Context: an optimization exercise on an open-source flow, tuned for small area, a short achievable clock period and few clock cycles per item. The choices shown serve that exercise and are no tape-out recipe.
Function was checked by simulation only, so behaviour that the tests miss may differ from the original.

the reference run:
==> module fpu_pipe_wrap, before the edit <==
module fpu_pipe_wrap #(
  parameter int TAG_W = 4
) (
  input  logic             clk,
  input  logic             rst,
  input  logic             in_valid,
  output logic             in_ready,
  input  logic [1:0]       in_opcode,
  input  logic             in_fmt,
  input  logic [31:0]      in_x,
  input  logic [31:0]      in_y,
  input  logic [TAG_W-1:0] in_tag,
  output logic             out_valid,
  input  logic             out_ready,
  output logic [31:0]      out_r,
  output logic [TAG_W-1:0] out_tag
);
  logic v, adv;
  assign adv       = !v || out_ready;
  assign in_ready  = !rst && adv;
  assign out_valid = v;
  always_ff @(posedge clk) begin
    if (rst)      v <= 1'b0;
    else if (adv) v <= in_valid;
  end
  logic [7:0]  ex, ey, d;
  logic [8:0]  dxy;
  logic        y_gt, x_lt, sub;
  logic [23:0] mx, my, mbig, msml;
  logic [26:0] sh;
  logic [27:0] r_add;
  logic        s_add;
  logic [7:0]  emax;
  assign ex   = in_x[30:23];
  assign ey   = in_y[30:23];
  assign mx   = (ex != 8'd0) ? {1'b1, in_x[22:0]} : 24'd0;
  assign my   = (ey != 8'd0) ? {1'b1, in_y[22:0]} : 24'd0;
  assign dxy  = {1'b0, ex} - {1'b0, ey};
  assign y_gt = dxy[8];
  assign d    = y_gt ? ey - ex : dxy[7:0];
  assign x_lt = in_x[30:0] < in_y[30:0];
  assign mbig = x_lt ? my : mx;
  assign msml = x_lt ? mx : my;
  assign emax = y_gt ? ey : ex;
  assign s_add = x_lt ? in_y[31] : in_x[31];
  assign sub  = in_x[31] ^ in_y[31];
  always_comb begin
    logic [26:0] t;
    t = {msml, 3'b000};
    for (int k = 0; k < 5; k++) begin
      if (d[k]) t = (t >> (1 << k)) | {26'd0, |(t & ((27'd1 << (1 << k)) - 27'd1))};
    end
    if (d[7:5] != 3'd0) t = {26'd0, |msml};
    sh = t;
  end
  assign r_add = sub ? {1'b0, {mbig, 3'b000} - sh} : {1'b0, mbig, 3'b000} + {1'b0, sh};
  logic [47:0] pa, pb, p;
  logic [27:0] r_mul;
  fpu_mul24_cs u_mul (
    .a  ({1'b1, in_x[22:0]}),
    .b  ({1'b1, in_y[22:0]}),
    .ra (pa),
    .rb (pb)
  );
  logic [20:0] ylow;
  logic        st_mul;
  always_comb begin
    ylow[0] = in_y[0];
    for (int k = 1; k < 21; k++) ylow[k] = ylow[k-1] | in_y[k];
    st_mul = 1'b0;
    for (int i = 0; i < 21; i++) st_mul = st_mul | (in_x[i] & ylow[20-i]);
  end
  assign p     = pa + pb;
  assign r_mul = {p[47:21], st_mul};
  logic        is_mul, qnan1, zero1, s1;
  logic [9:0]  e1;
  logic [27:0] r1;
  assign is_mul = in_opcode[0];
  assign qnan1  = in_fmt || in_opcode[1] || ex == 8'hFF || ey == 8'hFF;
  assign zero1  = is_mul && (ex == 8'h00 || ey == 8'h00);
  assign s1     = is_mul ? in_x[31] ^ in_y[31] : s_add;
  assign e1     = is_mul ? {2'b00, ex} + {2'b00, ey} - 10'd126 : {2'b00, emax} + 10'd1;
  assign r1     = is_mul ? r_mul : r_add;
  logic             q_qnan, q_zero, q_s;
  logic [9:0]       q_e;
  logic [27:0]      q_r;
  logic [TAG_W-1:0] q_tag;
  always_ff @(posedge clk) begin
    if (adv) begin
      q_qnan <= qnan1;
      q_zero <= zero1;
      q_s    <= s1;
      q_e    <= e1;
      q_r    <= r1;
      q_tag  <= in_tag;
    end
  end
  logic [4:0]  lz;
  logic [27:0] n16, n8, n4, n2, nr;
  logic [26:0] m;
  logic        up, ovf, r_zero, inf, uf;
  logic [23:0] inc;
  logic [22:0] frac;
  logic [7:0]  e_lz, e_out;
  logic [31:0] zv;
  logic [15:0] z1, c1;
  logic [7:0]  z2;
  logic [1:0]  c2 [8];
  logic [3:0]  z3;
  logic [2:0]  c3 [4];
  logic [1:0]  z4;
  logic [3:0]  c4 [2];
  assign zv = {q_r, 4'hF};
  always_comb begin
    for (int g = 0; g < 16; g++) begin
      z1[g] = !zv[2*g+1] && !zv[2*g];
      c1[g] = !zv[2*g+1];
    end
    for (int g = 0; g < 8; g++) begin
      z2[g] = z1[2*g+1] && z1[2*g];
      c2[g] = z1[2*g+1] ? {1'b1, c1[2*g]} : {1'b0, c1[2*g+1]};
    end
    for (int g = 0; g < 4; g++) begin
      z3[g] = z2[2*g+1] && z2[2*g];
      c3[g] = z2[2*g+1] ? {1'b1, c2[2*g]} : {1'b0, c2[2*g+1]};
    end
    for (int g = 0; g < 2; g++) begin
      z4[g] = z3[2*g+1] && z3[2*g];
      c4[g] = z3[2*g+1] ? {1'b1, c3[2*g]} : {1'b0, c3[2*g+1]};
    end
    lz = z4[1] ? {1'b1, c4[0]} : {1'b0, c4[1]};
  end
  assign n16    = lz[4] ? {q_r[11:0], 16'd0} : q_r;
  assign n8     = lz[3] ? {n16[19:0], 8'd0} : n16;
  assign n4     = lz[2] ? {n8[23:0], 4'd0} : n8;
  assign n2     = lz[1] ? {n4[25:0], 2'd0} : n4;
  assign nr     = lz[0] ? {n2[26:0], 1'b0} : n2;
  assign m      = {nr[27:2], nr[1] | nr[0]};
  assign r_zero = (q_r == 28'd0);
  assign up   = m[2] && (m[1] || m[0] || m[3]);
  assign inc  = m[26:3] + 24'd1;
  assign ovf  = up && (&m[26:3]);
  assign frac = up ? inc[22:0] : m[25:3];
  logic       qe_pos, qe_ge254, qe_ge255, qe_ge256, qe_small;
  assign qe_pos   = !q_e[9];
  assign qe_ge254 = qe_pos && (q_e[8] || q_e[7:0] >= 8'd254);
  assign qe_ge255 = qe_pos && (q_e[8] || q_e[7:0] == 8'd255);
  assign qe_ge256 = qe_pos && q_e[8];
  assign inf = q_r[27] ? (ovf ? qe_ge254 : qe_ge255)
             : q_r[26] ? (ovf ? qe_ge255 : qe_ge256)
             : 1'b0;
  assign qe_small = qe_pos && (q_e[8:5] == 4'd0);
  assign uf = q_e[9] || (qe_small && (ovf ? q_e[4:0] < lz : q_e[4:0] <= lz));
  assign e_lz  = q_e[7:0] - {3'd0, lz};
  assign e_out = e_lz + {7'd0, ovf};
  always_comb begin
    if (q_qnan)      out_r = 32'h7FC0_0000;
    else if (q_zero) out_r = {q_s, 31'd0};
    else if (r_zero) out_r = 32'd0;
    else if (inf)    out_r = {q_s, 8'hFF, 23'd0};
    else if (uf)     out_r = {q_s, 31'd0};
    else             out_r = {q_s, e_out, frac};
  end
  assign out_tag = q_tag;
endmodule
Settings: LEC_CHECK=0, ABC_AREA=1, CAP_MARGIN=20, CORE_MARGIN=2, CORE_UTILIZATION=55, PLACE_DENSITY=0.75, SLEW_MARGIN=20; clock period 32.0 ns.
standard.sh (not shown) runs the stock make flow with config.mk's settings and CLKGATE_MAP_FILE= SYNTH_SCRIPT=/design/flow/synth_recipe.tcl, a recipe that flattens the netlist after the stock synthesis.
==> flow/flow/run.sh <==
#!/bin/bash
# Own layout flow: the standard ORFS flow (standard.sh) with these changes.
# 1. Synthesis: before the fine step's quick ABC pass, full adders are extracted as the
#    RTL writes them (extract_fa -fa), so that pass cannot flip their polarity and leave
#    inverters between them; the later adder step then runs as usual. ABC maps for area
#    with flow/abc_area.script (map -a, no upsizing), which replaces ORFS's area script
#    (ABC_AREA=1 selects it). Registers and every other synthesis step are as in the
#    standard flow.
# 2. Stronger timing repair: the clock and the SDC are the design's; only the resizer's
#    setup target is raised (SETUP_SLACK_MARGIN), so repair_timing works on the longest
#    paths until their slack is that far above zero, and the ports get buf_2 buffers.
# Every tool's output goes to a log file in this folder (ORFS's own logs under orfs/logs).
set -e
cp -r "$FLOW_HOME/scripts" ./scripts_local
cp flow/abc_area.script scripts_local/abc_area.script
old='  synth -top $::env(DESIGN_NAME) -run fine: {*}$synth_full_args'
grep -qxF "$old" scripts_local/synth.tcl
awk -v old="$old" '
  $0 == old {
    print "  synth -top $::env(DESIGN_NAME) -run fine: -noabc {*}$synth_full_args"
    print "  extract_fa -fa"
    print "  abc -fast"
    print "  opt -fast"
    next
  }
  { print }' scripts_local/synth.tcl > scripts_local/synth.tcl.new
mv scripts_local/synth.tcl.new scripts_local/synth.tcl
grep -qxF "  extract_fa -fa" scripts_local/synth.tcl
diff "$FLOW_HOME/scripts/synth.tcl" scripts_local/synth.tcl > synth_tcl_patch.log || true
cat scripts_local/abc_area.script > abc_script.log
export SCRIPTS_DIR="$PWD/scripts_local"
export SETUP_SLACK_MARGIN=18.6
export TNS_END_PERCENT=10
export BUFFER_PORTS_ARGS="-buffer_cell sky130_fd_sc_hd__buf_2"
bash standard.sh > standard_flow.log 2>&1
==> flow/flow/abc_area.script <==
strash
dch
map -a
topo
stime -c
buffer -c
dnsize -c
Testbench counts of the reference run, summed over its fixed seeds: cycles 32,008, items 32,000.
For the trial run, these inputs were changed with respect to the reference run:
--- a/flow/design.v
+++ b/flow/design.v
@@ -149,5 +149,7 @@
     sh = t;
   end
-  assign r_add = sub ? {1'b0, {mbig, 3'b000} - sh} : {1'b0, mbig, 3'b000} + {1'b0, sh};
+  logic [27:0] sum_add;
+  assign sum_add = {1'b0, mbig, 3'b000} + {1'b0, sh ^ {27{sub}}} + {27'd0, sub};
+  assign r_add   = {sum_add[27] && !sub, sum_add[26:0]};
   logic [47:0] pa, pb, p;
   logic [27:0] r_mul;
Findings:
- The trial run against the reference run: final instance area shrank by 3.5%; total wire length shrank by 3.8 mm; post-synthesis to final-layout area growth grew by 0.35 points; die boundary width shrank by 4.1 um; full die area shrank by 3.8%.
- | worst path setup slack after routing | lower: the trial run |
- Relative to the reference run, shortest clock period the worst path allows after layout has gone up in the trial run.
- The trial run ends up with a sequential share of layout area that is 0.19 points higher than in the reference run.
- The more densely filled core belongs to the trial run, not the reference run.
- The trial run vs. the reference run: delay of the slowest cell on the worst path went up by 430 ps.
- Going from the reference run to the trial run, number of stages on the worst setup path grows by 20.
- Against the reference run, the trial run comes in 0.0020 mm2 lower on total core area.
Testbench counts of the trial run, summed over its fixed seeds: cycles 32,008, items 32,000.

## separate check: timing with driven ports
In the flow no input, the clock included, has a driving cell. The finished layouts below were timed again as built, in two steps. Step 1 (the two cells are an assumption about what drives the block):
set clk [get_ports {clk}]
set_driving_cell -lib_cell sky130_fd_sc_hd__clkbuf_16 $clk
set_driving_cell -lib_cell sky130_fd_sc_hd__buf_2 [delete_from_list [all_inputs] $clk]
Step 2 adds t to the input delays and takes it off the output delays; t is the mean of the earliest and latest rising clock arrival at the registers after step 1. Input paths then give back, and output paths get back, about the clock's delay inside the block. Slacks: no drivers / after step 1 / after step 2; pairs: no drivers / after step 1.
run	t (ns)	setup WS [ns]	worst setup path after step 2	cell pins on the clock port's net
the reference run	0.333	18.822 / 18.798 / 18.516	input to register	1
the trial run	0.339	18.685 / 18.711 / 18.372	input to register	1
After both steps every run listed still meets setup and hold. For the trial run, which loses most, drivers alone change the setup slack by +0.026 ns; drivers and shift together by -0.313 ns.
